What follows belongs to an exercise in optimizing a design on an open flow for small area, a short achievable clock period and few clock cycles per item; a production flow would make more cautious choices.
Only simulation tests tie the RTL to the original design; equivalence was not proved.
The clock port is modelled as an ideal driver; clocking choices that lean on that would not hold on a real chip.
Power is estimated from default activity; no workload was simulated.

### flow/run.sh
#!/bin/bash
set -euo pipefail
here=$(cd "$(dirname "$0")" && pwd)
args=("BUFFER_PORTS_ARGS=-buffer_cell sky130_fd_sc_hd__buf_4" "MATCH_CELL_FOOTPRINT=0")
export BUFFER_PORTS_ARGS="-buffer_cell sky130_fd_sc_hd__buf_4"
export MATCH_CELL_FOOTPRINT=0
if [[ -f "$here/cts_args" ]]; then
  export CTS_ARGS="$(tr '\n' ' ' < "$here/cts_args")"
  args+=("CTS_ARGS=$CTS_ARGS")
fi
bash standard.sh "${args[@]}" finish > flow_make.log 2>&1
### flow/cts_args
-sink_clustering_enable -repair_clock_nets -sink_clustering_size 44 -sink_clustering_max_diameter 60 -dont_use_dummy_load
### standard.sh
#!/bin/bash
# synth_recipe.tcl (not shown) runs the flow's synth.tcl, then flattens the netlist and writes it again
# the make line also repeats each setting of config.mk as NAME=value (left out here)
make -C /OpenROAD-flow-scripts/flow DESIGN_CONFIG=/design/flow/config.mk WORK_HOME=/design/flow/orfs CLKGATE_MAP_FILE= SYNTH_SCRIPT=/design/flow/synth_recipe.tcl "${@:-finish}"
### config.mk
export PLATFORM = sky130hd
export DESIGN_NAME = page_slot_directory_top
export DESIGN_NICKNAME = page_slot_directory_top
export VERILOG_FILES = /design/flow/design.v
export SDC_FILE = /design/flow/constraint.sdc
export NUM_CORES = 4
export LEC_CHECK = 0
export CAP_MARGIN = 20
export CORE_MARGIN = 2
export CORE_UTILIZATION = 78
export PLACE_DENSITY = 0.86
export SETUP_SLACK_MARGIN = 3.2
export SLEW_MARGIN = 20
### constraint.sdc
create_clock -name core_clock -period 5.0 [get_ports {clk}]
set_input_delay 1.0000 -clock core_clock [delete_from_list [all_inputs] [get_ports {clk}]]
set_output_delay 1.0000 -clock core_clock [all_outputs]
set_load 0.01 [all_outputs]
### design.v
`default_nettype none
package psd_pkg;
	localparam int SLOT_COUNT_DEF = 16;
	localparam int PAGE_W   = 32;
	localparam int STATUS_W = 3;
	localparam int SLOT_W   = 4;
	typedef enum logic {
		OP_GET    = 1'b0,
		OP_REMOVE = 1'b1
	} op_t;
	typedef enum logic [STATUS_W-1:0] {
		ST_HIT     = 3'd0,
		ST_LOAD    = 3'd1,
		ST_FULL    = 3'd2,
		ST_REMOVED = 3'd3,
		ST_ABSENT  = 3'd4
	} status_t;
	typedef enum logic {
		S_IDLE    = 1'b0,
		S_RESOLVE = 1'b1
	} state_t;
	typedef struct packed {
		logic capture;
		logic resolve;
	} psd_cmd_t;
endpackage
`default_nettype wire
`default_nettype none
module psd_ctrl (
	input  wire logic              clk,
	input  wire logic              arst_n,
	input  wire logic              start,
	output logic                   busy,
	output psd_pkg::psd_cmd_t      cmd
);
	logic res_q;
	always_ff @(posedge clk or negedge arst_n) begin
		if (!arst_n) begin
			res_q <= 1'b0;
		end else begin
			res_q <= start;
		end
	end
	assign busy        = 1'b0;
	assign cmd.capture = start;
	assign cmd.resolve = res_q;
endmodule
`default_nettype wire
`default_nettype none
module psd_datapath #(
	parameter int SLOT_COUNT = psd_pkg::SLOT_COUNT_DEF
) (
	input  wire logic                          clk,
	input  wire logic                          arst_n,
	input  wire psd_pkg::psd_cmd_t             cmd,
	input  wire logic                          operation,
	input  wire logic [psd_pkg::PAGE_W-1:0]    page_id,
	output logic                               done,
	output logic [psd_pkg::STATUS_W-1:0]       status,
	output logic [psd_pkg::SLOT_W-1:0]         slot
);
	localparam int IDX_W = (SLOT_COUNT > 1) ? $clog2(SLOT_COUNT) : 1;
	logic [SLOT_COUNT-1:0]           valid_q;
	logic [psd_pkg::PAGE_W-1:0]      page_q [SLOT_COUNT];
	logic                            op_r;
	logic [psd_pkg::PAGE_W-1:0]      page_r;
	logic [SLOT_COUNT-1:0]           match_r;   
	logic                            same_r;    
	logic                            prev_present;
	logic [SLOT_COUNT-1:0]           prev_onehot;
	logic [SLOT_COUNT-1:0]           match;
	logic [SLOT_COUNT-1:0]           first_free;
	logic [SLOT_COUNT-1:0]           valid_hit;
	logic [SLOT_COUNT-1:0]           valid_miss;
	logic                            below_full;
	logic                            hit_any;
	logic                            free_any;
	logic [IDX_W-1:0]                cmp_idx;
	logic [IDX_W-1:0]                hit_idx;
	logic [IDX_W-1:0]                free_idx;
	logic [psd_pkg::STATUS_W-1:0]    status_d;
	logic [psd_pkg::SLOT_W-1:0]      slot_d;
	logic                            done_q;
	logic [psd_pkg::STATUS_W-1:0]    status_q;
	logic [psd_pkg::SLOT_W-1:0]      slot_q;
	always_ff @(posedge clk) begin
		op_r   <= operation;
		page_r <= page_id;
		same_r <= cmd.resolve && (page_id == page_r);
		for (int k = 0; k < SLOT_COUNT; k++) begin
			match_r[k] <= valid_q[k] && (page_q[k] == page_id);
		end
	end
	always_comb begin
		prev_present = (status_q == psd_pkg::ST_HIT) || (status_q == psd_pkg::ST_LOAD);
		for (int k = 0; k < SLOT_COUNT; k++) begin
			prev_onehot[k] = prev_present && (slot_q == psd_pkg::SLOT_W'(k));
		end
	end
	always_comb begin
		match   = same_r ? prev_onehot : match_r;
		hit_any = same_r ? prev_present : |match_r;
		cmp_idx = '0;
		for (int k = 0; k < SLOT_COUNT; k++) begin
			if (match_r[k]) begin
				cmp_idx = cmp_idx | IDX_W'(k);
			end
		end
		hit_idx  = same_r ? IDX_W'(slot_q) : cmp_idx;
		free_idx = '0;
		for (int k = SLOT_COUNT - 1; k >= 0; k--) begin
			if (!valid_q[k]) begin
				free_idx = IDX_W'(k);
			end
		end
		below_full = 1'b1;
		for (int k = 0; k < SLOT_COUNT; k++) begin
			first_free[k] = !valid_q[k] && below_full;
			below_full    = below_full && valid_q[k];
		end
		free_any = !(&valid_q);
	end
	always_comb begin
		status_d = psd_pkg::ST_ABSENT;
		slot_d   = '0;
		if (op_r == psd_pkg::OP_GET) begin
			if (hit_any) begin
				status_d = psd_pkg::ST_HIT;
				slot_d   = psd_pkg::SLOT_W'(hit_idx);
			end else if (free_any) begin
				status_d = psd_pkg::ST_LOAD;
				slot_d   = psd_pkg::SLOT_W'(free_idx);
			end else begin
				status_d = psd_pkg::ST_FULL;
			end
		end else begin
			if (hit_any) begin
				status_d = psd_pkg::ST_REMOVED;
				slot_d   = psd_pkg::SLOT_W'(hit_idx);
			end
		end
	end
	always_comb begin
		for (int k = 0; k < SLOT_COUNT; k++) begin
			valid_hit[k]  = valid_q[k] && !(cmd.resolve && (op_r == psd_pkg::OP_REMOVE) && match[k]);
			valid_miss[k] = valid_q[k] || (cmd.resolve && (op_r == psd_pkg::OP_GET) && first_free[k]);
		end
	end
	always_ff @(posedge clk or negedge arst_n) begin
		if (!arst_n) begin
			valid_q <= '0;
		end else begin
			valid_q <= hit_any ? valid_hit : valid_miss;
		end
	end
	always_ff @(posedge clk) begin
		for (int k = 0; k < SLOT_COUNT; k++) begin
			if (!valid_q[k]) begin
				page_q[k] <= page_r;
			end
		end
	end
	always_ff @(posedge clk or negedge arst_n) begin
		if (!arst_n) begin
			done_q <= 1'b0;
		end else begin
			done_q <= cmd.resolve;
		end
	end
	always_ff @(posedge clk) begin
		status_q <= status_d;
		slot_q   <= slot_d;
	end
	assign done   = done_q;
	assign status = status_q;
	assign slot   = slot_q;
endmodule
`default_nettype wire
`default_nettype none
module page_slot_directory_top #(
	parameter int SLOT_COUNT = psd_pkg::SLOT_COUNT_DEF
) (
	input  wire logic                          clk,
	input  wire logic                          arst_n,
	input  wire logic                          start,
	output logic                               busy,
	input  wire logic                          operation,
	input  wire logic [psd_pkg::PAGE_W-1:0]    page_id,
	output logic                               done,
	output logic [psd_pkg::STATUS_W-1:0]       status,
	output logic [psd_pkg::SLOT_W-1:0]         slot
);
	psd_pkg::psd_cmd_t cmd;
	psd_ctrl u_ctrl (
		.clk    (clk),
		.arst_n (arst_n),
		.start  (start),
		.busy   (busy),
		.cmd    (cmd)
	);
	psd_datapath #(
		.SLOT_COUNT (SLOT_COUNT)
	) u_datapath (
		.clk       (clk),
		.arst_n    (arst_n),
		.cmd       (cmd),
		.operation (operation),
		.page_id   (page_id),
		.done      (done),
		.status    (status),
		.slot      (slot)
	);
endmodule
`default_nettype wire
==> results of run 1 <==
==> power by group through the flow <==
| stage | Sequential, W | Combinational, W | Clock (W) |
|---|---|---|---|
| 2_1_floorplan | 0.00600 | 0.000691 | 0 |
| 3_3_place_gp | 0.00601 | 0.00104 | 0 |
| 3_5_place_dp | 0.00603 | 0.00107 | 0 |
| 4_1_cts | 0.00592 | 0.00128 | 0.00265 |
==> stage by stage <==
| stage | instance area [um2] | instances | util, % |
|---|---|---|---|
| after floorplan | 25100 | 1567 | - |
| after global placement | 25100 | 1977 | 82.0 |
| after detailed placement | 25200 | 1977 | 82.0 |
| after CTS | 27700 | 2063 | 90.3 |
==> cell families after synthesis <==
kind of cell | share of synthesized area [%]
buffers and inverters | 1.93
other | 0.0154
XOR/XNOR | 19.4
AND/OR/NAND/NOR | 6.53
multiplexers | 0.0874
flip-flops | 69.7
AO/OA/AOI/OAI | 2.29
==> repair_timing <==
item                                    CTS
gates cloned                              6
resized for setup                       220
setup buffers                            46
endpoints found under the setup margin   43
pin swaps                                42
==> cells in the mapped netlist, drive strengths merged (2+ instances only) <==
cell type / count
o41ai: 6
a22oi: 8
buf: 67
nor3b: 2
a21oi: 7
dfrtp: 18
o32ai: 2
xnor2: 43
dfxtp: 57
nand2: 14
nand2b: 2
edfxtp: 512
a31oi: 4
inv: 26
nor2b: 7
o211ai: 3
nor3: 37
nor4: 120
o2111ai: 2
o31ai: 7
nor2: 7
a211oi: 2
clkbuf: 3
o22ai: 2
o21ai: 23
xor2: 496
nor4b: 2
nand4: 29
a32oi: 3
nand3: 39
==> metal layers <==
metal | GRT overflow | global-route usage (%)
met5 | 1 | 31.3
met4 | 38 | 79.2
met3 | 1 | 72.4
met2 | 20 | 93.2
met1 | 0 | 84.6
==> how the worst max path moves through the flow <==
stage	cells past startpoint	end	slack, ns	start
after CTS	1	done	3.01	u_datapath.done_q
after detailed placement	5	u_datapath.match_r[9]	2.03	page_id[13]
after global placement	5	u_datapath.match_r[9]	1.88	page_id[14]
after floorplan	6	u_datapath.same_r	3.02	page_id[7]
==> key figures, run 1 <==
Run status
  • Status: did not finish
  • Halt Stage: global routing (5_1_grt)
  • First error: [ERROR GRT-0232] Routing congestion too high. Check the congestion heatmap in the GUI.

Yosys
  • Share of synthesized registers carrying an async set or reset: 3.07%
  • Sequential fraction of the synthesis area: 69.7%
  • Syn Nets: 1603
  • Top_reg_cell synth: edfxtp_1
  • Synthesized area: 24300 um2
  • Synth area leaders: edfxtp_1 (63%), xor2_1 (18%), dfxtp_1 (4.7%)
  • EDFF count, synth: 512
  • Synth warn: 3
  • Synth area leader: edfxtp_1
  • Share of the synthesized area in the top cell type: 63.2%
  • Count of cell types in the netlist: 57
  • Mapped Cells: 1567
  • Syn avg cell area: 15.5 um2
  • #FFs+latches synth: 587

Global routing
  • Global-route usage over all layers: 82.0%
  • Total grt overflow: 60
  • Largest net degree at the start of global routing: 38
  • Initial antenna violation count: 12

Die
  • IO Pins: 45
  • Die extent in y: 181 um
  • Die W: 181 um
  • FP Rows: 64
  • Initial Utilization: 79.3%

STA
  • Worst EP post-GRT repair: u_datapath.match_r[1]$_DFF_P_/D
  • Worst endpoint type: register input

Clocking
  • CTS Buf Count: 34
  • Root buffer cell: clkbuf_16
  • Num Clock Sinks: 587
  • CTS max path bufs: 3
  • H-tree lvl count: 2
  • Cts hold-fix bufs: 0

Place
  • Port Buf Inserts: 43
  • Setup WS pre-CTS: 2.03 ns
  • Final HPWL DP: 44100 um
  • Placer Congestion: 0.916
Testbench counts, summed over its fixed seeds: cycles 16,016, items 16,000.
==> inputs of run 2 (changes only) <==
--- a/config.mk
+++ b/config.mk
@@ -6,8 +6,10 @@
 export NUM_CORES = 4
 export LEC_CHECK = 0
 export CAP_MARGIN = 20
+export CELL_PAD_IN_SITES_DETAIL_PLACEMENT = 0
+export CELL_PAD_IN_SITES_GLOBAL_PLACEMENT = 0
 export CORE_MARGIN = 2
-export CORE_UTILIZATION = 78
-export PLACE_DENSITY = 0.86
+export CORE_UTILIZATION = 65
+export PLACE_DENSITY = 0.75
 export SETUP_SLACK_MARGIN = 3.2
 export SLEW_MARGIN = 20
==> run 2 against run 1 <==
The run now finishes clean. Synthesized cell count did not move. Area after synthesis stayed put.
==> key figures, run 2 <==
Run status
  • Status: timing/DRC/antenna clean (was did not finish)

Finish
  • Commonest non-fill, non-tap cell in the layout: edfxtp_1
  • Top reg by flops: u_datapath.page_q
  • Final #Nets: 1678
  • Most frequent cells in the layout: edfxtp_1 (512), xor2_1 (494), nor4_1 (67)
  • Layout area overhead: 11.9%
  • Layout cells sized above 1: 15.2%
  • Max reg flops: 512
  • Fillers: 2263
  • Post-Route Utilization: 74.2%
  • Top flop regs: u_datapath.page_q x512, u_datapath.page_r x32

STA
  • Worst setup slack after layout: 2.97 ns
  • Least-Margin Pin Slew: 0.664 ns
  • Max-slew violation count: 0
  • Achievable frequency: 492 MHz
  • Final period util: 40.7%
  • Clock Skew: 0.0459 ns
  • Setup TNS: 0 ns
  • Max-slew headroom: 55.7%
  • Final Setup Violations: 0
  • Min Clock Period, post-route: 2.03 ns
  • RSZ-0062 raised after global routing: true
  • Final Hold Fails: 0

Clocking
  • Clock latency (worst-skew pair): 0.55 ns
  • Clock Pin Slew Worst Setup and Hold Paths: 0.08 ns
  • CTS max path bufs: 3 (unchanged)
  • CTS Buf Count: 37 (was 34)
  • Root buffer cell: clkbuf_16 (unchanged)
  • CTS tree: done
  • Cts hold-fix bufs: 0 (unchanged)
  • H-tree lvl count: 2 (unchanged)
  • Num Clock Sinks: 587 (unchanged)

Yosys
  • Synthesized area: 24300 um2 (unchanged)
  • Synth area leaders: edfxtp_1 (63%), xor2_1 (18%), dfxtp_1 (4.7%) (unchanged)
  • Synth warn: 3 (unchanged)
  • Count of cell types in the netlist: 57 (unchanged)
  • Sequential fraction of the synthesis area: 69.7% (unchanged)
  • #FFs+latches synth: 587 (unchanged)
  • Share of the synthesized area in the top cell type: 63.2% (unchanged)
  • EDFF count, synth: 512 (unchanged)
  • Synth top cells by count: edfxtp_1 (512), xor2_1 (496), nor4_1 (117) (unchanged)
  • Top_reg_cell synth: edfxtp_1 (unchanged)
  • Synth area leader: edfxtp_1 (unchanged)
  • Share of synthesized registers carrying an async set or reset: 3.07% (unchanged)
  • Syn avg cell area: 15.5 um2 (unchanged)
  • Mapped Cells: 1567 (unchanged)
  • Most common cell in the netlist: edfxtp_1 (unchanged)
  • Syn Nets: 1603 (unchanged)

Setup path
  • Biggest cell delay along the critical path: 0.38 ns
  • Req. time, crit path: 4.00 ns
  • Cell family with most CP delay: flip-flops
  • Startpoint Class: flip-flop
  • Critical Path AT: 1.03 ns
  • Critical path class: reg -> out
  • Slowest cell on crit path: dfrtp_1
  • Max FO, Critical Path: 1
  • WP buf/inv: 1
  • Worst-path cell chain: buf_6
  • Critical Path Sink Type: primary output

Flow run
  • Maxcap violations: 0

Global routing
  • Initial antenna violation count: 2
  • Total grt overflow: 0
  • Largest net degree at the start of global routing: 38
  • First-pass GRT wire length: 99800 um
  • Global-route usage over all layers: 37.5%
  • Vias in the first global route: 13900

Worst hold path
  • Hold crit path type: in -> async

Place
  • Port Buf Inserts: 43 (unchanged)
  • Placer Congestion: 0.900 (was 0.916)
  • Final HPWL DP: 42600 um (was 44100 um)
  • Setup WS pre-CTS: 2.03 ns (about the same)

Die
  • Die Area: 39000 um2
  • IO Pins: 45 (unchanged)
  • Initial Utilization: 66.3% (was 79.3%)
  • Die extent in y: 197 um (was 181 um)
  • Core ar.: 36700 um2
  • Die W: 197 um (was 181 um)
  • FP Rows: 70 (was 64)

Route
  • Number of DRC markers in iteration 0: 1823
  • Remaining antenna violation count after routing: 0
  • Vias: 14200
  • Routed vias/inst: 6.73
  • Routed wire length: 71600 um
  • Wirelength per Cell: 33.9 um
  • DRT Pass-1 Iters: 5
  • Number of remaining DRC errors: 0

Power
  • Leak: 9.39 nW
  • PwrDens: 365 nW/um2
  • Worst VDD drop: 0.000395 V
==> run 2: path summary, 6_finish.rpt <==
check	end	slack [ns]	depth (start not counted)	from
setup reg to reg	u_datapath.valid_q[8]	3.20	6	u_datapath.match_r[7]
hold reg to reg	u_datapath.page_q[11][15]	0.48	0	u_datapath.page_r[15]
hold / removal	u_datapath.valid_q[10]	0.32	1	arst_n
max in group asynchronous	u_datapath.valid_q[5]	4.42	1	arst_n
setup / recovery	done	2.97	1	u_datapath.done_q
min in group core_clock	u_datapath.page_q[11][15]	0.48	0	u_datapath.page_r[15]
==> run 2: per-stage QoR <==
| step | total power, W | std cells | area (um2) | hold slack, ns |
|---|---|---|---|---|
| 6_report | 0.00995 | 2109 | 27200 | 0.321 |
| 5_1_grt | 0.0102 | 2108 | 27200 | 0.323 |
| 3_5_place_dp | 0.00708 | 2052 | 25300 | 0.464 |
| 3_3_place_gp | 0.00705 | 2052 | 25300 | 0.451 |
| 2_1_floorplan | 0.00669 | 1567 | 25100 | 0.449 |
| 4_1_cts | 0.00988 | 2101 | 26900 | 0.310 |
==> run 2: final cells by class <==
class	count	area [um2]	share of cell area, %
sequential	587	17000	62.4
multi-input combinational	883	7490	27.5
tap	468	586	2.15
inverter	27	123	0.450
antenna	1	2.50	0.00919
timing repair buffer	105	1090	4.01
clock buffer	37	926	3.40
timing repair inverter	1	7.51	0.0276
==> run 2: layer usage <==
metal	vias to the layer above	global-route usage [%]	part of all wire, %
li1	5848	-	-
met1	7225	50.9	37
met2	945	60.0	47
met3	179	5.48	9.7
met4	0	19.2	5.7
met5	-	0	0
==> run 2: timing repair <==
action,4_1_cts,5_1_grt
resized for setup,134,58
cloned,1,0
endpoints found under the setup margin,98,41
pin swaps,12,19
buffers inserted,11,7
==> run 2: power breakdown <==
part | switching [W] | internal, W | leakage (nW)
sequential | 0.000180 | 0.00573 | 5.45
clock | 0.00148 | 0.00132 | 0.456
combinational | 0.000845 | 0.000401 | 3.48
total | 0.00250 | 0.00745 | 9.39
==> run 2: kinds of logic (layout without fill, tap and decap cells) <==
group,count (synthesis),count (layout),share of synthesized area [%]
AO/OA/AOI/OAI,77,77,2.29
AND/OR/NAND/NOR,264,264,6.53
XOR/XNOR,539,539,19.4
buffers and inverters,97,170,1.93
flip-flops,587,587,69.7
multiplexers,2,2,0.0874
other,1,2,0.0154
==> inputs of run 3 (changes only) <==
--- a/config.mk
+++ b/config.mk
@@ -6,10 +6,8 @@
 export NUM_CORES = 4
 export LEC_CHECK = 0
 export CAP_MARGIN = 20
-export CELL_PAD_IN_SITES_DETAIL_PLACEMENT = 0
-export CELL_PAD_IN_SITES_GLOBAL_PLACEMENT = 0
 export CORE_MARGIN = 2
 export CORE_UTILIZATION = 65
 export PLACE_DENSITY = 0.75
-export SETUP_SLACK_MARGIN = 3.2
+export SETUP_SLACK_MARGIN = 3.1
 export SLEW_MARGIN = 20
==> run 3 against run 2 <==
Largest cell class unchanged. Final cell count is 0.71% lower. Sequential share of layout area is 0.76 points higher. Critical path depth stayed put. First-iteration DRC count is 5.2% higher. Highest routed layer unchanged. Total power is 0.44% lower. Sequential power hardly changed. Register-to-register slack worse by 0.14 ns. Sequential cell count stayed put. Clock power hardly changed. Largest power group unchanged. Final area is 1.2% lower. Utilization is 0.88 points lower.
==> key figures, run 3 <==
Run status
  • Status: timing/DRC/antenna clean (unchanged)

Clocking
  • Num Clock Sinks: 587 (unchanged)
  • CTS max path bufs: 3 (unchanged)
  • H-tree lvl count: 2 (unchanged)
  • CTS tree: done (unchanged)
  • CTS Buf Count: 37 (unchanged)
  • Cts hold-fix bufs: 0 (unchanged)
  • Clock Pin Slew Worst Setup and Hold Paths: 0.09 ns (was 0.08 ns)
  • Root buffer cell: clkbuf_16 (unchanged)
  • Clock latency (worst-skew pair): 0.57 ns (was 0.55 ns)

Yosys
  • #FFs+latches synth: 587 (unchanged)
  • Synthesized area: 24300 um2 (unchanged)
  • Synth top cells by count: edfxtp_1 (512), xor2_1 (496), nor4_1 (117) (unchanged)
  • Synth warn: 3 (unchanged)
  • Share of synthesized registers carrying an async set or reset: 3.07% (unchanged)
  • Top_reg_cell synth: edfxtp_1 (unchanged)
  • EDFF count, synth: 512 (unchanged)
  • Mapped Cells: 1567 (unchanged)
  • Most common cell in the netlist: edfxtp_1 (unchanged)
  • Sequential fraction of the synthesis area: 69.7% (unchanged)
  • Share of the synthesized area in the top cell type: 63.2% (unchanged)
  • Synth area leaders: edfxtp_1 (63%), xor2_1 (18%), dfxtp_1 (4.7%) (unchanged)
  • Count of cell types in the netlist: 57 (unchanged)
  • Syn avg cell area: 15.5 um2 (unchanged)
  • Synth area leader: edfxtp_1 (unchanged)
  • Syn Nets: 1603 (unchanged)

Finish
  • Design Area, Final: 26900 um2 (was 27200 um2)
  • Area of the multi-input gates: 7350 um2 (was 7490 um2)
  • Layout cells sized above 1: 12.7% (was 15.2%)
  • Max reg flops: 512 (unchanged)
  • FF+latch area: 17000 um2 (about the same)
  • Commonest non-fill, non-tap cell in the layout: edfxtp_1 (unchanged)
  • Fillers: 2325 (was 2263)
  • Ant diodes: 0 (was 1)
  • Layout area overhead: 10.6% (was 11.9%)
  • Top reg by flops: u_datapath.page_q (unchanged)
  • Top flop regs: u_datapath.page_q x512, u_datapath.page_r x32 (unchanged)
  • Most frequent cells in the layout: edfxtp_1 (512), xor2_1 (496), nor4_1 (75) (was edfxtp_1 (512), xor2_1 (494), nor4_1 (67))
  • Final #Nets: 1664 (was 1678)

STA
  • Least-Margin Pin Slew: 1.03 ns (was 0.664 ns)
  • Final Setup Violations: 0 (unchanged)
  • Final Hold Fails: 0 (unchanged)
  • Min Clock Period, post-route: 2.04 ns (was 2.03 ns)
  • Hold slack: 0.289 ns (was 0.321 ns)
  • Max-slew violation count: 0 (unchanged)
  • RSZ-0062 raised after global routing: true (unchanged)
  • Clock Skew: 0.0410 ns (was 0.0459 ns)
  • Max-slew headroom: 31.5% (was 55.7%)
  • Achievable frequency: 491 MHz (was 492 MHz)
  • Worst setup slack after layout: 2.96 ns (was 2.97 ns)
  • Setup TNS: 0 ns (unchanged)
  • Final period util: 40.7% (about the same)

Setup path
  • Biggest cell delay along the critical path: 0.37 ns (was 0.38 ns)
  • Critical Path AT: 1.04 ns (was 1.03 ns)
  • Worst-path cell chain: buf_6 (unchanged)
  • Max FO, Critical Path: 1 (unchanged)
  • WP buf/inv: 1 (unchanged)
  • Slowest cell on crit path: dfrtp_1 (unchanged)
  • Critical Path Sink Type: primary output (unchanged)
  • Startpoint Class: flip-flop (unchanged)
  • Crit path depth: 1 (unchanged)
  • Req. time, crit path: 4.00 ns (about the same)
  • Critical path class: reg -> out (unchanged)
  • Worst R2R Path Depth: 4 (was 6)
  • Cell family with most CP delay: flip-flops (unchanged)

Route
  • Routed wire length: 71000 um (was 71600 um)
  • Wirelength per Cell: 33.9 um (about the same)
  • Number of DRC markers in iteration 0: 1918 (was 1823)
  • DRT Pass-1 Iters: 6 (was 5)
  • Vias: 14000 (was 14200)
  • Routed vias/inst: 6.68 (was 6.73)
  • Number of remaining DRC errors: 0 (unchanged)
  • Remaining antenna violation count after routing: 0 (unchanged)

Power
  • Switching Share: 25.1% (about the same)
  • Seq pwr share: 59.7% (was 59.4%)
  • Switching pwr: 0.00248 W (was 0.00250 W)
  • Worst VDD drop: 0.000418 V (was 0.000395 V)
  • PwrDens: 368 nW/um2 (was 365 nW/um2)
  • Leak: 9.27 nW (was 9.39 nW)
  • Comb power frac: 12.0% (was 12.5%)
  • Clk pwr share: 28.3% (was 28.1%)
  • Pint: 0.00742 W (was 0.00745 W)
  • Total power: 0.00990 W (was 0.00995 W)

Global routing
  • Vias in the first global route: 13500 (was 13900)
  • First-pass GRT wire length: 98900 um (was 99800 um)
  • Largest net degree at the start of global routing: 38 (unchanged)
  • Initial antenna violation count: 1 (was 2)
  • Total grt overflow: 0 (unchanged)
  • Global-route usage over all layers: 37.3% (was 37.5%)

Place
  • Final HPWL DP: 42400 um (was 42600 um)
  • Placed cell areas: 25200 um2 (was 25300 um2)
  • Placer Congestion: 0.948 (was 0.900)
  • Setup WS pre-CTS: 1.83 ns (was 2.03 ns)
  • Port Buf Inserts: 43 (unchanged)

Die
  • FP Rows: 70 (unchanged)
  • Initial Utilization: 66.3% (unchanged)
  • Die extent in y: 197 um (unchanged)
  • Die Area: 39000 um2 (unchanged)
  • Die W: 197 um (unchanged)
  • IO Pins: 45 (unchanged)
  • Core ar.: 36700 um2 (unchanged)

Worst hold path
  • Hold crit path type: in -> async (unchanged)

Flow run
  • Maxcap violations: 0 (unchanged)
[run 3: cell counts after synthesis]
Identical to the previous run, type by type.
[run 3: metrics by stage]
step           std cells  utilization [%]
2_1_floorplan       1567                -
4_1_cts             2094             72.7
5_1_grt             2094             73.3
6_report            2094             73.3
3_3_place_gp        2048             68.6
3_5_place_dp        2048             68.6
[run 3: path summary, 6_finish.rpt]
path	start	end	slack, ns
worst max-delay path	u_datapath.done_q	done	2.96
worst min-delay path	arst_n	u_datapath.valid_q[14]	0.29
worst max register to register	u_datapath.valid_q[2]	u_datapath.valid_q[10]	3.06
worst min register to register	u_datapath.page_r[18]	u_datapath.page_q[15][18]	0.51
max in group asynchronous	arst_n	u_datapath.valid_q[11]	4.46
min in group core_clock	u_datapath.page_r[18]	u_datapath.page_q[15][18]	0.51
[run 3: metal layers]
metal / vias up / routed length [um] / global-route usage, %
li1: 5797 / - / -
met1: 7010 / 26000 / 52.0
met2: 991 / 32500 / 57.9
met3: 190 / 8190 / 5.55
met4: 0 / 4280 / 19.5
met5: - / 0 / 0
[run 3: cell type report]
class	instances	share of cell area [%]
repair buffers	91	3.41
repair inverters	1	0.0279
well taps	468	2.18
inverters	27	0.428
clock buffers	37	3.44
multi-input cells	883	27.3
flip-flops and latches	587	63.2
[run 3: cell families (layout without fill, tap and decap cells)]
kind of cell,after synthesis,after routing,synth area share [%]
AOI/OAI and AO/OA,77,77,2.29
and+or+nand+nor,264,264,6.53
other,1,1,0.0154
DFF,587,587,69.7
buffers and inverters,97,156,1.93
xor gates and xnor gates,539,539,19.4
muxes,2,2,0.0874
[run 3: repair_timing]
item / CTS / global route
hold endpoints to repair: 0 / 0
gates resized for setup: 108 / 50
buffers inserted: 8 / 0
cloned: 1 / 0
pin swaps: 4 / 7
setup endpoints to repair: 38 / 52
[run 3: power by group through the flow]
stage / Combinational, W / Clock [W] / Sequential, W
2_1_floorplan: 0.000684 / 0 / 0.00600
3_3_place_gp: 0.00103 / 0 / 0.00601
3_5_place_dp: 0.00105 / 0 / 0.00603
4_1_cts: 0.00114 / 0.00282 / 0.00591
5_1_grt: 0.00125 / 0.00295 / 0.00594
6_report: 0.00118 / 0.00280 / 0.00592
==> inputs of run 4 (changes only) <==
--- a/config.mk
+++ b/config.mk
@@ -11,3 +11,4 @@
 export PLACE_DENSITY = 0.75
 export SETUP_SLACK_MARGIN = 3.1
 export SLEW_MARGIN = 20
+export TNS_END_PERCENT = 20
==> run 4 against run 3 <==
Still clean. Sequential share of layout area up 1.0 points. Sequential power about the same. Utilization down 1.3 points. Worst setup slack got worse by 0.086 ns. First-iteration DRC count fell by 7.8%. Final cell count shrank 0.19%. Synthesized cell count unchanged.
==> key figures, run 4 <==
Run status
  • Status: timing/DRC/antenna clean (unchanged)

Yosys
  • Syn avg cell area: 15.5 um2 (unchanged)
  • EDFF count, synth: 512 (unchanged)
  • Sequential fraction of the synthesis area: 69.7% (unchanged)
  • Share of the synthesized area in the top cell type: 63.2% (unchanged)
  • Synth area leader: edfxtp_1 (unchanged)
  • #FFs+latches synth: 587 (unchanged)
  • Syn Nets: 1603 (unchanged)
  • Main combinational cell family by area after synthesis: XOR/XNOR gates (unchanged)
  • Synth warn: 3 (unchanged)
  • Count of cell types in the netlist: 57 (unchanged)
  • Simple-gate share of the synthesized area: 6.53% (unchanged)
  • Synth top cells by count: edfxtp_1 (512), xor2_1 (496), nor4_1 (117) (unchanged)
  • Post-synthesis mux area share: 0.0874% (unchanged)
  • Top_reg_cell synth: edfxtp_1 (unchanged)
  • Synthesized area: 24300 um2 (unchanged)
  • Synth area leaders: edfxtp_1 (63%), xor2_1 (18%), dfxtp_1 (4.7%) (unchanged)
  • Adder-cell area share of the yosys netlist: 0% (unchanged)
  • Synth Area in Compound Gates: 2.29% (unchanged)
  • Most common cell in the netlist: edfxtp_1 (unchanged)
  • Share of synthesized registers carrying an async set or reset: 3.07% (unchanged)
  • Mapped Cells: 1567 (unchanged)
  • Synth Area in XOR/XNOR: 19.4% (unchanged)

Route
  • Routed vias/inst: 6.67 (was 6.68)
  • Routed wire length: 71000 um (about the same)
  • DRT Pass-1 Iters: 5 (was 6)
  • Wirelength per Cell: 34.0 um (was 33.9 um)
  • Vias: 13900 (was 14000)
  • Number of remaining DRC errors: 0 (unchanged)
  • Number of DRC markers in iteration 0: 1768 (was 1918)
  • Remaining antenna violation count after routing: 0 (unchanged)

Setup path
  • Critical path class: in -> reg (was reg -> out)
  • Max FO, Critical Path: 18 (was 1)
  • Req. time, crit path: 5.47 ns (was 4.00 ns)
  • Critical Path Sink Type: flip-flop (was primary output)
  • Startpoint Class: input port (was flip-flop)
  • Critical Path AT: 2.59 ns (was 1.04 ns)

Clocking
  • Num Clock Sinks: 587 (unchanged)
  • H-tree lvl count: 2 (unchanged)
  • Clock latency (worst-skew pair): 0.58 ns (was 0.57 ns)
  • Root buffer cell: clkbuf_16 (unchanged)
  • Clock Pin Slew Worst Setup and Hold Paths: 0.07 ns (was 0.09 ns)
  • CTS Buf Count: 37 (unchanged)
  • CTS tree: done (unchanged)
  • CTS max path bufs: 3 (unchanged)

Place
  • Placer Congestion: 0.908 (was 0.948)
  • Port Buf Inserts: 43 (unchanged)
  • Final HPWL DP: 41700 um (was 42400 um)
  • Setup WS pre-CTS: 1.91 ns (was 1.83 ns)
  • Placed cell areas: 25200 um2 (about the same)

Power
  • Worst VDD drop: 0.000326 V (was 0.000418 V)
  • PwrDens: 375 nW/um2 (was 368 nW/um2)
  • Leak: 9.17 nW (was 9.27 nW)

Global routing
  • Total grt overflow: 0 (unchanged)
  • Vias in the first global route: 13600 (was 13500)
  • Initial antenna violation count: 0 (was 1)
  • Global-route usage over all layers: 37.4% (was 37.3%)
  • Largest net degree at the start of global routing: 38 (unchanged)
  • First-pass GRT wire length: 98800 um (was 98900 um)

Finish
  • Max reg flops: 512 (unchanged)
  • Commonest non-fill, non-tap cell in the layout: edfxtp_1 (unchanged)
  • Most frequent cells in the layout: edfxtp_1 (512), xor2_1 (496), nor4_1 (103) (was edfxtp_1 (512), xor2_1 (496), nor4_1 (75))
  • Top flop regs: u_datapath.page_q x512, u_datapath.page_r x32 (unchanged)
  • Layout area overhead: 8.69% (was 10.6%)
  • Ant diodes: 0 (unchanged)
  • Design Area, Final: 26400 um2 (was 26900 um2)
  • Fillers: 2304 (was 2325)
  • Final #Nets: 1660 (was 1664)
  • FF+latch area: 17000 um2 (about the same)
  • Layout cells sized above 1: 10.3% (was 12.7%)
  • Area of the multi-input gates: 7030 um2 (was 7350 um2)
  • Top reg by flops: u_datapath.page_q (unchanged)
  • Post-Route Utilization: 72.0% (was 73.3%)

Die
  • Die Area: 39000 um2 (unchanged)
  • Die W: 197 um (unchanged)
  • Core ar.: 36700 um2 (unchanged)
  • Die extent in y: 197 um (unchanged)
  • Initial Utilization: 66.3% (unchanged)
  • FP Rows: 70 (unchanged)
  • IO Pins: 45 (unchanged)

STA
  • Final Hold Fails: 0 (unchanged)
  • RSZ-0062 raised after global routing: true (unchanged)
  • Clock Skew: 0.0602 ns (was 0.0410 ns)
  • Achievable frequency: 471 MHz (was 491 MHz)
  • Final period util: 42.4% (was 40.7%)
  • Setup TNS: 0 ns (unchanged)
  • Max-slew violation count: 0 (unchanged)
  • Final Setup Violations: 0 (unchanged)
  • Worst setup slack after layout: 2.88 ns (was 2.96 ns)
  • Min Clock Period, post-route: 2.12 ns (was 2.04 ns)
  • Max-slew headroom: 29.4% (was 31.5%)
  • Least-Margin Pin Slew: 1.06 ns (was 1.03 ns)

Flow run
  • Maxcap violations: 0 (unchanged)

Worst hold path
  • Hold crit path type: in -> async (unchanged)
## run 4: cell type report
cell class	instances	share of cell area, %
Clock buffer	37	3.50
Timing Repair inverter	1	0.0284
Inverter	27	0.431
Tap cell	468	2.21
Multi-Input combinational cell	883	26.6
Timing Repair Buffer	87	3.02
Sequential cell	587	64.2
## run 4: worst paths after layout
check                                      startpoint                  endpoint  slack, ns  cells after the start
min in group core_clock                     operation           u_datapath.op_r       0.55                      1
worst min-delay path                           arst_n    u_datapath.valid_q[14]       0.31                      1
worst min register to register  u_datapath.page_r[25]  u_datapath.page_q[8][25]       0.57                      0
worst max register to register  u_datapath.page_r[20]         u_datapath.same_r       2.98                      4
worst max-delay path                      page_id[20]     u_datapath.match_r[0]       2.88                      5
max in group asynchronous                      arst_n    u_datapath.valid_q[10]       4.45                      1
## run 4: what timing repair did
action | in CTS | in global routing
setup buffers | 3 | 2
pin swaps | 3 | 0
resized for setup | 73 | 3
gates cloned | 1 | 0
endpoints found under the setup margin | 56 | 54
hold buffers | 0 | 0
## run 4: logic make-up after synthesis
kind of cell           after synthesis
AO/OA/AOI/OAI                       77
flip-flops                         587
other                                1
buffers and inverters               97
AND/OR/NAND/NOR                    264
multiplexers                         2
XOR/XNOR                           539
## run 4: where the power goes
group	switching (W)	internal (W)
clock	0.00151	0.00132
sequential	0.000194	0.00573
combinational	0.000811	0.000356
## run 4: metrics by stage
| step | total power (W) | std cells | hold slack [ns] |
|---|---|---|---|
| final | 0.00991 | 2090 | 0.307 |
| after global routing | 0.0102 | 2090 | 0.322 |
| after floorplan | 0.00666 | 1567 | 0.449 |
| after CTS | 0.00988 | 2088 | 0.305 |
| after detailed placement | 0.00710 | 2047 | 0.569 |
| after global placement | 0.00707 | 2047 | 0.552 |
## run 4: per-layer routing
layer	share of wire (%)	up-vias	GRT usage, %
met5	0	-	0
met4	6.7	0	22.4
met3	11	212	7.05
met2	46	986	57.7
met1	36	6962	50.1
li1	-	5782	-
## run 4: critical path: stages
cell and delay, ns:
buf_4 0.32, xor2_1 0.12, nor4_1 0.75, nand4_1 0.16
nor3_1 0.22
==> inputs of run 5 (changes only) <==
--- a/config.mk
+++ b/config.mk
@@ -8,7 +8,7 @@
 export CAP_MARGIN = 20
 export CORE_MARGIN = 2
 export CORE_UTILIZATION = 65
+export GPL_TIMING_DRIVEN = 0
 export PLACE_DENSITY = 0.75
 export SETUP_SLACK_MARGIN = 3.1
 export SLEW_MARGIN = 20
-export TNS_END_PERCENT = 20
==> run 5 against run 4 <==
Still clean on timing, DRC and antenna. Routed wire length increased by 15%. Fmax rose by 0.44%. Final cell count rose by 7.4%. Critical path type unchanged. Largest power group unchanged.
==> key figures, run 5 <==
Clocking
  • CTS max path bufs: 3 (unchanged)
  • Num Clock Sinks: 587 (unchanged)
  • H-tree lvl count: 2 (unchanged)
  • CTS Buf Count: 38 (was 37)
  • Clock latency (worst-skew pair): 0.59 ns (was 0.58 ns)
  • Clock Pin Slew Worst Setup and Hold Paths: 0.08 ns (was 0.07 ns)
  • Root buffer cell: clkbuf_16 (unchanged)
  • CTS tree: done (unchanged)

Yosys
  • Share of the synthesized area in the top cell type: 63.2% (unchanged)
  • Count of cell types in the netlist: 57 (unchanged)
  • Simple-gate share of the synthesized area: 6.53% (unchanged)
  • Sequential fraction of the synthesis area: 69.7% (unchanged)
  • #FFs+latches synth: 587 (unchanged)
  • Synth Area in XOR/XNOR: 19.4% (unchanged)
  • Synth area leaders: edfxtp_1 (63%), xor2_1 (18%), dfxtp_1 (4.7%) (unchanged)
  • Top_reg_cell synth: edfxtp_1 (unchanged)
  • Post-synthesis mux area share: 0.0874% (unchanged)
  • EDFF count, synth: 512 (unchanged)
  • Most common cell in the netlist: edfxtp_1 (unchanged)
  • Synthesized area: 24300 um2 (unchanged)
  • Main combinational cell family by area after synthesis: XOR/XNOR gates (unchanged)
  • Synth warn: 3 (unchanged)
  • Synth Area in Compound Gates: 2.29% (unchanged)
  • Synth top cells by count: edfxtp_1 (512), xor2_1 (496), nor4_1 (117) (unchanged)
  • Syn Nets: 1603 (unchanged)
  • Share of synthesized registers carrying an async set or reset: 3.07% (unchanged)
  • Syn avg cell area: 15.5 um2 (unchanged)
  • Mapped Cells: 1567 (unchanged)
  • Synth area leader: edfxtp_1 (unchanged)
  • Adder-cell area share of the yosys netlist: 0% (unchanged)

Route
  • Number of remaining DRC errors: 0 (unchanged)
  • Vias: 15300 (was 13900)
  • Highest routed layer: met4 (unchanged)
  • DRT Pass-1 Iters: 6 (was 5)
  • Routed wire length: 81500 um (was 71000 um)
  • Met2 Wirelength: 37500 um (was 32500 um)
  • Wirelength per Cell: 36.3 um (was 34.0 um)
  • Met3 routed WL: 11100 um (was 8060 um)
  • Remaining antenna violation count after routing: 0 (unchanged)
  • Routed vias/inst: 6.82 (was 6.67)
  • M1 wire length: 27000 um (was 25700 um)
  • Number of DRC markers in iteration 0: 2705 (was 1768)

Finish
  • FF+latch area: 17000 um2 (about the same)
  • Commonest non-fill, non-tap cell in the layout: edfxtp_1 (unchanged)
  • Layout area overhead: 22.3% (was 8.69%)
  • Final #Nets: 1813 (was 1660)
  • Max reg flops: 512 (unchanged)
  • Area of the multi-input gates: 7950 um2 (was 7030 um2)
  • Fillers: 1805 (was 2304)
  • Most frequent cells in the layout: edfxtp_1 (512), xor2_1 (473), buf_4 (109) (was edfxtp_1 (512), xor2_1 (496), nor4_1 (103))
  • Top flop regs: u_datapath.page_q x512, u_datapath.page_r x32 (unchanged)
  • Top reg by flops: u_datapath.page_q (unchanged)
  • Layout cells sized above 1: 25.7% (was 10.3%)

STA
  • Hold slack: 0.306 ns (was 0.307 ns)
  • Min Clock Period, post-route: 2.11 ns (was 2.12 ns)
  • Final period util: 42.2% (was 42.4%)
  • Achievable frequency: 473 MHz (was 471 MHz)
  • Worst setup slack after layout: 2.89 ns (was 2.88 ns)
  • Max-slew headroom: 20.2% (was 29.4%)
  • Max-slew violation count: 0 (unchanged)
  • Final Setup Violations: 0 (unchanged)
  • RSZ-0062 raised after global routing: true (unchanged)
  • Final Hold Fails: 0 (unchanged)
  • Clock Skew: 0.0556 ns (was 0.0602 ns)
  • Least-Margin Pin Slew: 1.20 ns (was 1.06 ns)
  • Setup TNS: 0 ns (unchanged)

Power
  • Switching Share: 26.3% (was 25.4%)
  • Leak: 10.5 nW (was 9.17 nW)
  • PwrDens: 349 nW/um2 (was 375 nW/um2)
  • Clk pwr share: 28.0% (was 28.5%)
  • Comb power frac: 13.7% (was 11.8%)
  • Seq pwr share: 58.3% (was 59.7%)
  • Worst VDD drop: 0.000298 V (was 0.000326 V)
  • Switching pwr: 0.00273 W (was 0.00251 W)
  • Pint: 0.00766 W (was 0.00740 W)

Setup path
  • Worst R2R Path Depth: 4 (unchanged)
  • Critical Path Sink Type: flip-flop (unchanged)
  • Critical Path AT: 2.58 ns (was 2.59 ns)
  • Startpoint Class: input port (unchanged)
  • Req. time, crit path: 5.47 ns (about the same)
  • Crit. Startpoint: page_id[10] (was page_id[20])
  • Critical path class: in -> reg (unchanged)
  • Worst reg2reg path startpoint: u_datapath.page_r[0] (was u_datapath.page_r[20])
  • Max FO, Critical Path: 6 (was 18)

Die
  • Die Area: 39000 um2 (unchanged)
  • Core ar.: 36700 um2 (unchanged)
  • FP Rows: 70 (unchanged)
  • Die W: 197 um (unchanged)
  • Initial Utilization: 66.3% (unchanged)
  • IO Pins: 45 (unchanged)
  • Die extent in y: 197 um (unchanged)

Place
  • Placer Congestion: 0.904 (was 0.908)
  • Port Buf Inserts: 43 (unchanged)
  • Setup WS pre-CTS: 1.65 ns (was 1.91 ns)
  • Final HPWL DP: 46300 um (was 41700 um)

Flow run
  • Maxcap violations: 0 (unchanged)

Worst hold path
  • Hold crit path type: in -> async (unchanged)

Global routing
  • Vias in the first global route: 13800 (was 13600)
  • First-pass GRT wire length: 104000 um (was 98800 um)
  • Initial antenna violation count: 3 (was 0)
  • Total grt overflow: 0 (unchanged)
  • Largest net degree at the start of global routing: 38 (unchanged)
  • Global-route usage over all layers: 40.0% (was 37.4%)

Run status
  • Status: timing/DRC/antenna clean (unchanged)
## run 5: final timing paths
path,endpoint,slack [ns]
setup / recovery,u_datapath.match_r[5],2.89
hold / removal,u_datapath.valid_q[15],0.31
setup reg to reg,u_datapath.same_r,3.11
hold reg to reg,u_datapath.match_r[1],0.57
max in group asynchronous,u_datapath.valid_q[12],4.44
min in group core_clock,u_datapath.page_r[14],0.52
## run 5: through the flow
step	total power, W	utilization, %	instances	cell area (um2)
after detailed placement	0.00719	71.0	2086	26100
final	0.0104	81.1	2244	29800
after global routing	0.0106	81.1	2243	29700
after floorplan	0.00668	-	1567	25000
after CTS	0.0101	76.5	2161	28100
after global placement	0.00713	70.5	2078	25900
## run 5: power by group through the flow
stage / sequential [W] / combinational, W / clock, W
2_1_floorplan: 0.00600 / 0.000684 / 0
3_3_place_gp: 0.00611 / 0.00101 / 0
3_5_place_dp: 0.00613 / 0.00106 / 0
4_1_cts: 0.00602 / 0.00122 / 0.00286
5_1_grt: 0.00607 / 0.00147 / 0.00304
6_report: 0.00605 / 0.00142 / 0.00291
## run 5: timing repair
item / 4_1_cts / 5_1_grt
hold buffers: 0 / 0
setup endpoints to repair: 95 / 38
cloned: 1 / 3
gates resized for setup: 152 / 150
buffers inserted: 36 / 79
pin swaps: 50 / 83
hold endpoints to repair: 0 / 0
## run 5: critical path: stages
cell,delay (ns)
buf_4,0.13
buf_12,0.14
buf_16,0.15
xor2_1,0.19
nor4_4,0.38
nand4_1,0.30
nor3_2,0.29
## run 5: final cells by class
| type | instances | area share [%] |
|---|---|---|
| flip-flops and latches | 587 | 57.2 |
| well taps | 468 | 1.97 |
| repair inverters | 1 | 0.0252 |
| inverters | 27 | 0.400 |
| clock buffers | 38 | 3.20 |
| multi-input cells | 883 | 26.7 |
| diodes | 1 | 0.00841 |
| repair buffers | 169 | 6.11 |
| plain buffers | 70 | 4.34 |
## run 5: per-layer routing
layer | vias to the layer above | GRT usage (%)
li1 | 6095 | -
met1 | 7586 | 54.4
met2 | 1312 | 62.9
met3 | 310 | 7.65
met4 | 0 | 19.7
met5 | - | 0
## run 5: cells by family after synthesis
family                    after synthesis
AOI/OAI and AO/OA                      77
xor gates and xnor gates              539
buffers and inverters                  97
DFF                                   587
muxes                                   2
other                                   1
and+or+nand+nor                       264
==> inputs of run 6 (changes only) <==
--- a/config.mk
+++ b/config.mk
@@ -8,7 +8,6 @@
 export CAP_MARGIN = 20
 export CORE_MARGIN = 2
 export CORE_UTILIZATION = 65
-export GPL_TIMING_DRIVEN = 0
-export PLACE_DENSITY = 0.75
+export PLACE_DENSITY = 0.7
 export SETUP_SLACK_MARGIN = 3.1
 export SLEW_MARGIN = 20
==> run 6 against run 5 <==
Critical path depth shrank 6. Synthesized cell count is the same. Global-route usage shrank 1.8 points. Hold slack gained 0.0087 ns. Clock-buffer cell count is the same.
==> key figures, run 6 <==
Power
  • Worst VDD drop: 0.000469 V (was 0.000298 V)
  • Total power: 0.0100 W (was 0.0104 W)
  • Leak: 9.47 nW (was 10.5 nW)
  • PwrDens: 368 nW/um2 (was 349 nW/um2)

Yosys
  • Synthesized area: 24300 um2 (unchanged)
  • EDFF count, synth: 512 (unchanged)
  • Syn Nets: 1603 (unchanged)
  • Most common cell in the netlist: edfxtp_1 (unchanged)
  • Sequential fraction of the synthesis area: 69.7% (unchanged)
  • Synth warn: 3 (unchanged)
  • Count of cell types in the netlist: 57 (unchanged)
  • Mapped Cells: 1567 (unchanged)
  • Synth area leader: edfxtp_1 (unchanged)
  • #FFs+latches synth: 587 (unchanged)
  • Syn avg cell area: 15.5 um2 (unchanged)
  • Synth top cells by count: edfxtp_1 (512), xor2_1 (496), nor4_1 (117) (unchanged)
  • Top_reg_cell synth: edfxtp_1 (unchanged)
  • Share of synthesized registers carrying an async set or reset: 3.07% (unchanged)
  • Synth area leaders: edfxtp_1 (63%), xor2_1 (18%), dfxtp_1 (4.7%) (unchanged)
  • Share of the synthesized area in the top cell type: 63.2% (unchanged)

Finish
  • Commonest non-fill, non-tap cell in the layout: edfxtp_1 (unchanged)
  • Layout area overhead: 12.3% (was 22.3%)
  • Final #Nets: 1697 (was 1813)
  • Most frequent cells in the layout: edfxtp_1 (512), xor2_1 (494), buf_4 (78) (was edfxtp_1 (512), xor2_1 (473), buf_4 (109))
  • Fillers: 2257 (was 1805)
  • Top reg by flops: u_datapath.page_q (unchanged)
  • Max reg flops: 512 (unchanged)
  • Layout cells sized above 1: 15.2% (was 25.7%)
  • Top flop regs: u_datapath.page_q x512, u_datapath.page_r x32 (unchanged)
  • Design Area, Final: 27300 um2 (was 29800 um2)
  • Ant diodes: 0 (was 1)

Worst hold path
  • Hold crit path type: in -> async (unchanged)

STA
  • Final period util: 40.7% (was 42.2%)
  • Least-Margin Pin Slew: 0.980 ns (was 1.20 ns)
  • Final Hold Fails: 0 (unchanged)
  • Max-slew headroom: 34.6% (was 20.2%)
  • Clock Skew: 0.0477 ns (was 0.0556 ns)
  • Setup TNS: 0 ns (unchanged)
  • Min Clock Period, post-route: 2.04 ns (was 2.11 ns)
  • Final Setup Violations: 0 (unchanged)
  • RSZ-0062 raised after global routing: true (unchanged)
  • Max-slew violation count: 0 (unchanged)
  • Achievable frequency: 491 MHz (was 473 MHz)

Route
  • Remaining antenna violation count after routing: 0 (unchanged)
  • Routed wire length: 74000 um (was 81500 um)
  • Number of remaining DRC errors: 0 (unchanged)
  • DRT Pass-1 Iters: 5 (was 6)
  • Routed vias/inst: 6.70 (was 6.82)
  • Wirelength per Cell: 34.8 um (was 36.3 um)
  • Number of DRC markers in iteration 0: 1984 (was 2705)
  • Vias: 14200 (was 15300)

Setup path
  • Worst R2R Path Depth: 4 (unchanged)
  • Critical Path AT: 1.04 ns (was 2.58 ns)
  • Biggest cell delay along the critical path: 0.38 ns (about the same)
  • Critical Path Sink Type: primary output (was flip-flop)
  • Cell family with most CP delay: flip-flops (was simple AND/OR/NAND/NOR gates)
  • Startpoint Class: flip-flop (was input port)
  • Slowest cell on crit path: dfrtp_1 (was nor4_4)
  • Worst-path cell chain: buf_6 (was buf_4 > buf_12 > buf_16 > xor2_1 > nor4_4 > nand4_1 > nor3_2)
  • Req. time, crit path: 4.00 ns (was 5.47 ns)
  • Max FO, Critical Path: 1 (was 6)
  • Reg2Reg Setup Slack: 3.03 ns (was 3.11 ns)
  • Reg2Reg Capture Point: u_datapath.same_r (unchanged)
  • WP buf/inv: 1 (was 3)
  • Critical path class: reg -> out (was in -> reg)
  • Worst reg2reg path startpoint: u_datapath.page_r[31] (was u_datapath.page_r[0])

Clocking
  • CTS max path bufs: 3 (unchanged)
  • Clock latency (worst-skew pair): 0.57 ns (was 0.59 ns)
  • Root buffer cell: clkbuf_16 (unchanged)
  • H-tree lvl count: 2 (unchanged)
  • CTS tree: done (unchanged)
  • CTS Buf Count: 38 (unchanged)
  • Cts hold-fix bufs: 0 (unchanged)
  • Clock Pin Slew Worst Setup and Hold Paths: 0.07 ns (was 0.08 ns)
  • Num Clock Sinks: 587 (unchanged)

Run status
  • Status: timing/DRC/antenna clean (unchanged)

Die
  • Die Area: 39000 um2 (unchanged)
  • Die W: 197 um (unchanged)
  • Initial Utilization: 66.3% (unchanged)
  • FP Rows: 70 (unchanged)
  • IO Pins: 45 (unchanged)
  • Core ar.: 36700 um2 (unchanged)
  • Die extent in y: 197 um (unchanged)

Global routing
  • First-pass GRT wire length: 101000 um (was 104000 um)
  • Total grt overflow: 0 (unchanged)
  • Largest net degree at the start of global routing: 38 (unchanged)
  • Global-route usage over all layers: 38.3% (was 40.0%)
  • Vias in the first global route: 13500 (was 13800)
  • Initial antenna violation count: 2 (was 3)

Place
  • Placer Congestion: 0.943 (was 0.904)
  • Final HPWL DP: 43700 um (was 46300 um)
  • Port Buf Inserts: 43 (unchanged)
  • Placed cell areas: 25200 um2 (was 26100 um2)

Flow run
  • Maxcap violations: 0 (unchanged)
==> run 6: cell counts after synthesis <==
No cell type changed its count.
==> run 6: worst max-delay path by stage <==
stage                           start                     to  slack, ns  cells past startpoint
detailed placement        page_id[14]  u_datapath.match_r[6]       1.97                      5
global route        u_datapath.done_q                   done       2.93                      1
global placement          page_id[20]  u_datapath.match_r[0]       1.93                      5
finish              u_datapath.done_q                   done       2.96                      1
floorplan                 page_id[17]      u_datapath.same_r       2.98                      6
CTS                 u_datapath.done_q                   done       2.95                      1
==> run 6: cells by family (layout without fill, tap and decap cells) <==
logic type / count (synthesis) / in the layout / synth area share (%)
AOI/OAI and AO/OA: 77 / 77 / 2.29
xor gates and xnor gates: 539 / 539 / 19.4
buffers and inverters: 97 / 189 / 1.93
DFF: 587 / 587 / 69.7
muxes: 2 / 2 / 0.0874
other: 1 / 1 / 0.0154
and+or+nand+nor: 264 / 264 / 6.53
==> run 6: metal layers <==
metal | GRT usage (%) | up-vias | share of wire [%]
li1 | - | 5864 | -
met1 | 53.4 | 7183 | 37
met2 | 60.3 | 1018 | 46
met3 | 7.05 | 176 | 12
met4 | 15.4 | 0 | 4.8
met5 | 0 | - | 0
==> run 6: repair_timing <==
item | 4_1_cts | 5_1_grt
gates resized for setup | 119 | 57
endpoints found under the hold margin | 0 | 0
pin swaps | 5 | 12
endpoints found under the setup margin | 55 | 36
setup buffers | 8 | 31
gates cloned | 1 | 2
==> run 6: report_power, final <==
part,switching [W],internal (W)
Sequential,0.000193,0.00573
Clock,0.00151,0.00135
Combinational,0.000854,0.000405
==> run 6: final cells by class <==
type / count / area, um2 / area share (%)
Inverter: 27 / 120 / 0.440
Timing Repair inverter: 1 / 7.51 / 0.0275
Clock buffer: 38 / 951 / 3.48
Multi-Input combinational cell: 883 / 7350 / 26.9
Tap cell: 468 / 586 / 2.14
Sequential cell: 587 / 17000 / 62.3
Timing Repair Buffer: 123 / 1300 / 4.75
==> run 6: through the flow <==
stage / worst slack, ns / std cells / utilization, % / hold WS [ns]
2_1_floorplan: 2.98 / 1567 / - / 0.449
5_1_grt: 2.93 / 2127 / 74.4 / 0.323
3_3_place_gp: 1.93 / 2047 / 68.6 / 0.446
6_report: 2.96 / 2127 / 74.4 / 0.315
3_5_place_dp: 1.97 / 2047 / 68.6 / 0.445
4_1_cts: 2.95 / 2094 / 72.9 / 0.311
==> inputs of run 7 (changes only) <==
--- a/config.mk
+++ b/config.mk
@@ -7,7 +7,7 @@
 export LEC_CHECK = 0
 export CAP_MARGIN = 20
 export CORE_MARGIN = 2
-export CORE_UTILIZATION = 65
-export PLACE_DENSITY = 0.7
+export CORE_UTILIZATION = 60
+export PLACE_DENSITY = 0.72
 export SETUP_SLACK_MARGIN = 3.1
 export SLEW_MARGIN = 20
==> run 7 against run 6 <==
Still clean. First-iteration DRC count fell by 1.5%. Sequential power barely moved. Fmax rose by 1.2%. Clock skew rose by 0.024 ns. Register-to-register slack improved by 0.09 ns. Hold slack improved by 0.0075 ns. Global-route usage fell by 2.7 points. Worst setup slack improved by 0.025 ns. Critical path depth did not move. Synthesized cell count did not move. Critical path type unchanged.
==> key figures, run 7 <==
Finish
  • Area of the multi-input gates: 7290 um2 (was 7350 um2)
  • Final #Nets: 1738 (was 1697)
  • FF+latch area: 17000 um2 (unchanged)
  • Commonest non-fill, non-tap cell in the layout: edfxtp_1 (unchanged)
  • Fillers: 2648 (was 2257)
  • Max reg flops: 512 (unchanged)
  • Design Area, Final: 27700 um2 (was 27300 um2)
  • Top flop regs: u_datapath.page_q x512, u_datapath.page_r x32 (unchanged)
  • Layout area overhead: 13.9% (was 12.3%)
  • Top reg by flops: u_datapath.page_q (unchanged)
  • Layout cells sized above 1: 16.8% (was 15.2%)
  • Most frequent cells in the layout: edfxtp_1 (512), xor2_1 (488), buf_4 (119) (was edfxtp_1 (512), xor2_1 (494), buf_4 (78))
  • Layout Cells excl Fill: 2226 (was 2127)

Die
  • IO Pins: 45 (unchanged)
  • Initial Utilization: 60.9% (was 66.3%)
  • Die extent in y: 205 um (was 197 um)
  • FP Rows: 73 (was 70)
  • Die Area: 42200 um2 (was 39000 um2)
  • Core ar.: 39900 um2 (was 36700 um2)
  • Die W: 205 um (was 197 um)

Setup path
  • Worst-path cell chain: buf_6 (unchanged)
  • Slowest cell on crit path: dfrtp_1 (unchanged)
  • Max FO, Critical Path: 1 (unchanged)
  • Critical Path Sink Type: primary output (unchanged)
  • Req. time, crit path: 4.00 ns (about the same)
  • Critical path class: reg -> out (unchanged)
  • Reg2Reg Setup Slack: 3.12 ns (was 3.03 ns)
  • Cell family with most CP delay: flip-flops (unchanged)
  • Biggest cell delay along the critical path: 0.37 ns (was 0.38 ns)
  • WP buf/inv: 1 (unchanged)
  • Startpoint Class: flip-flop (unchanged)
  • Critical Path AT: 1.01 ns (was 1.04 ns)

STA
  • Hold slack: 0.323 ns (was 0.315 ns)
  • RSZ-0062 raised after global routing: true (unchanged)
  • Achievable frequency: 497 MHz (was 491 MHz)
  • Final Hold Fails: 0 (unchanged)
  • Max-slew headroom: 47.8% (was 34.6%)
  • Least-Margin Pin Slew: 0.778 ns (was 0.980 ns)
  • Final period util: 40.3% (was 40.7%)
  • Clock Skew: 0.0719 ns (was 0.0477 ns)
  • Final Setup Violations: 0 (unchanged)
  • Max-slew violation count: 0 (unchanged)
  • Min Clock Period, post-route: 2.01 ns (was 2.04 ns)
  • Setup TNS: 0 ns (unchanged)

Yosys
  • Synthesized area: 24300 um2 (unchanged)
  • Share of the synthesized area in the top cell type: 63.2% (unchanged)
  • Synth top cells by count: edfxtp_1 (512), xor2_1 (496), nor4_1 (117) (unchanged)
  • Count of cell types in the netlist: 57 (unchanged)
  • Share of synthesized registers carrying an async set or reset: 3.07% (unchanged)
  • Synth area leaders: edfxtp_1 (63%), xor2_1 (18%), dfxtp_1 (4.7%) (unchanged)
  • Synth Area in Compound Gates: 2.29% (unchanged)
  • Syn Nets: 1603 (unchanged)
  • Simple-gate share of the synthesized area: 6.53% (unchanged)
  • Post-synthesis mux area share: 0.0874% (unchanged)
  • Top_reg_cell synth: edfxtp_1 (unchanged)
  • #FFs+latches synth: 587 (unchanged)
  • Mapped Cells: 1567 (unchanged)
  • EDFF count, synth: 512 (unchanged)
  • Synth Area in XOR/XNOR: 19.4% (unchanged)
  • Most common cell in the netlist: edfxtp_1 (unchanged)
  • Synth area leader: edfxtp_1 (unchanged)
  • Synth warn: 3 (unchanged)
  • Main combinational cell family by area after synthesis: XOR/XNOR gates (unchanged)
  • Sequential fraction of the synthesis area: 69.7% (unchanged)
  • Adder-cell area share of the yosys netlist: 0% (unchanged)
  • Syn avg cell area: 15.5 um2 (unchanged)

Run status
  • Status: timing/DRC/antenna clean (unchanged)

Power
  • PwrDens: 362 nW/um2 (was 368 nW/um2)
  • Leak: 9.71 nW (was 9.47 nW)
  • Worst VDD drop: 0.000269 V (was 0.000469 V)

Route
  • Number of remaining DRC errors: 0 (unchanged)
  • Wirelength per Cell: 33.1 um (was 34.8 um)
  • DRT Pass-1 Iters: 6 (was 5)
  • Number of DRC markers in iteration 0: 1954 (was 1984)
  • Routed wire length: 73600 um (was 74000 um)
  • Remaining antenna violation count after routing: 0 (unchanged)
  • Routed vias/inst: 6.45 (was 6.70)
  • Vias: 14300 (was 14200)

Clocking
  • H-tree lvl count: 2 (unchanged)
  • Root buffer cell: clkbuf_16 (unchanged)
  • Clock latency (worst-skew pair): 0.60 ns (was 0.57 ns)
  • CTS max path bufs: 3 (unchanged)
  • Clock Pin Slew Worst Setup and Hold Paths: 0.07 ns (about the same)
  • CTS tree: done (unchanged)
  • Num Clock Sinks: 587 (unchanged)
  • CTS Buf Count: 38 (unchanged)
  • Cts hold-fix bufs: 0 (unchanged)

Place
  • Final HPWL DP: 43000 um (was 43700 um)
  • Port Buf Inserts: 43 (unchanged)
  • Placer Congestion: 0.867 (was 0.943)
  • Placed cell areas: 25300 um2 (was 25200 um2)
  • Placed cells: 2110 (was 2047)

Global routing
  • Largest net degree at the start of global routing: 38 (unchanged)
  • Total grt overflow: 0 (unchanged)
  • Initial antenna violation count: 1 (was 2)
  • First-pass GRT wire length: 101000 um (about the same)
  • Global-route usage over all layers: 35.6% (was 38.3%)
  • Vias in the first global route: 13600 (was 13500)

Flow run
  • Maxcap violations: 0 (unchanged)

Worst hold path
  • Hold crit path type: in -> async (unchanged)
## run 7: cell counts after synthesis
No cell type changed its count.
## run 7: final timing paths
kind | end | depth (start not counted) | from
min in group core_clock | u_datapath.page_q[1][15] | 0 | u_datapath.page_r[15]
setup reg to reg | u_datapath.valid_q[3] | 5 | u_datapath.status_q[2]
hold reg to reg | u_datapath.page_q[1][15] | 0 | u_datapath.page_r[15]
max in group asynchronous | u_datapath.valid_q[8] | 1 | arst_n
setup / recovery | done | 1 | u_datapath.done_q
hold / removal | u_datapath.valid_q[1] | 1 | arst_n
## run 7: worst register-to-register path, cell delays in order (launching register included)
cell and delay, ns:
dfxtp_4 0.35, buf_4 0.16, nor4bb_2 0.57, a31oi_1 0.33, o21ai_1 0.24, o41ai_2 0.09
## run 7: metal layers
layer / routed length (um) / global-route usage (%) / vias to the layer above
li1: - / - / 5945
met1: 26700 / 48.7 / 7233
met2: 35000 / 56.9 / 998
met3: 7870 / 5.16 / 173
met4: 4050 / 16.6 / 0
met5: 0 / 0 / -
## run 7: cells by family (layout without fill, tap and decap cells)
kind of cell           Yosys count  count (layout)
XOR/XNOR                       539             539
buffers and inverters           97             230
other                            1               2
AND/OR/NAND/NOR                264             264
multiplexers                     2               2
flip-flops                     587             587
AO/OA/AOI/OAI                   77              77
## run 7: cell type report
type                       count  area share [%]
antenna                        1         0.00903
tap                          525            2.37
inverter                      27           0.429
clock buffer                  38            3.43
sequential                   587            61.4
timing repair inverter         1          0.0271
multi-input combinational    883            26.3
timing repair buffer         164            6.04
## run 7: what timing repair did
| item | 4_1_cts | 5_1_grt |
|---|---|---|
| setup endpoints to repair | 67 | 32 |
| gates cloned | 1 | 2 |
| buffers inserted | 21 | 53 |
| resized for setup | 118 | 55 |
| pin swaps | 6 | 10 |
## run 7: power by group
group / switching (W) / internal, W / leakage (nW)
Sequential: 0.000180 / 0.00573 / 5.45
Combinational: 0.000832 / 0.000427 / 3.78
Clock: 0.00152 / 0.00135 / 0.468
Total: 0.00253 / 0.00751 / 9.71
## run 7: per-stage QoR
stage	total power (W)	worst slack [ns]	utilization [%]
2_1_floorplan	0.00668	2.98	-
4_1_cts	0.00996	2.96	67.4
3_3_place_gp	0.00706	1.96	63.3
5_1_grt	0.0103	2.97	69.4
3_5_place_dp	0.00709	1.92	63.3
6_report	0.0100	2.99	69.4

-- re-timing with driven ports --
How much do the figures lean on ideal ports? The routed layouts below were timed once more, with nothing changed but the port constraints. Step 1 sets driving cells, clkbuf_16 on the clock port and buf_2 on the other inputs (assumed; they add their load-dependent delay and slew). Step 2 times the ports against the registers' clock, not the clock port: input delays grow and output delays shrink by t, the midpoint of the rising clock arrivals with the driver on. a / b / c = ideal ports / drivers / drivers and shift; a / b = the first two.
| run | t (ns) | setup WS [ns] | clock arrival spread, ns |
|---|---|---|---|
| run 2 | 0.589 | 2.967 / 2.910 / 2.555 | 0.047 / 0.047 |
| run 3 | 0.609 | 2.964 / 2.907 / 2.476 | 0.044 / 0.045 |
| run 4 | 0.613 | 2.878 / 2.845 / 2.298 | 0.062 / 0.063 |
| run 5 | 0.619 | 2.888 / 2.902 / 2.294 | 0.068 / 0.068 |
| run 6 | 0.603 | 2.963 / 2.904 / 2.451 | 0.048 / 0.047 |
| run 7 | 0.624 | 2.987 / 2.927 / 2.419 | 0.073 / 0.072 |
After both steps setup and hold are still met in every run listed. For run 5, which loses most, drivers alone change the setup slack by +0.014 ns; drivers and shift together by -0.594 ns.
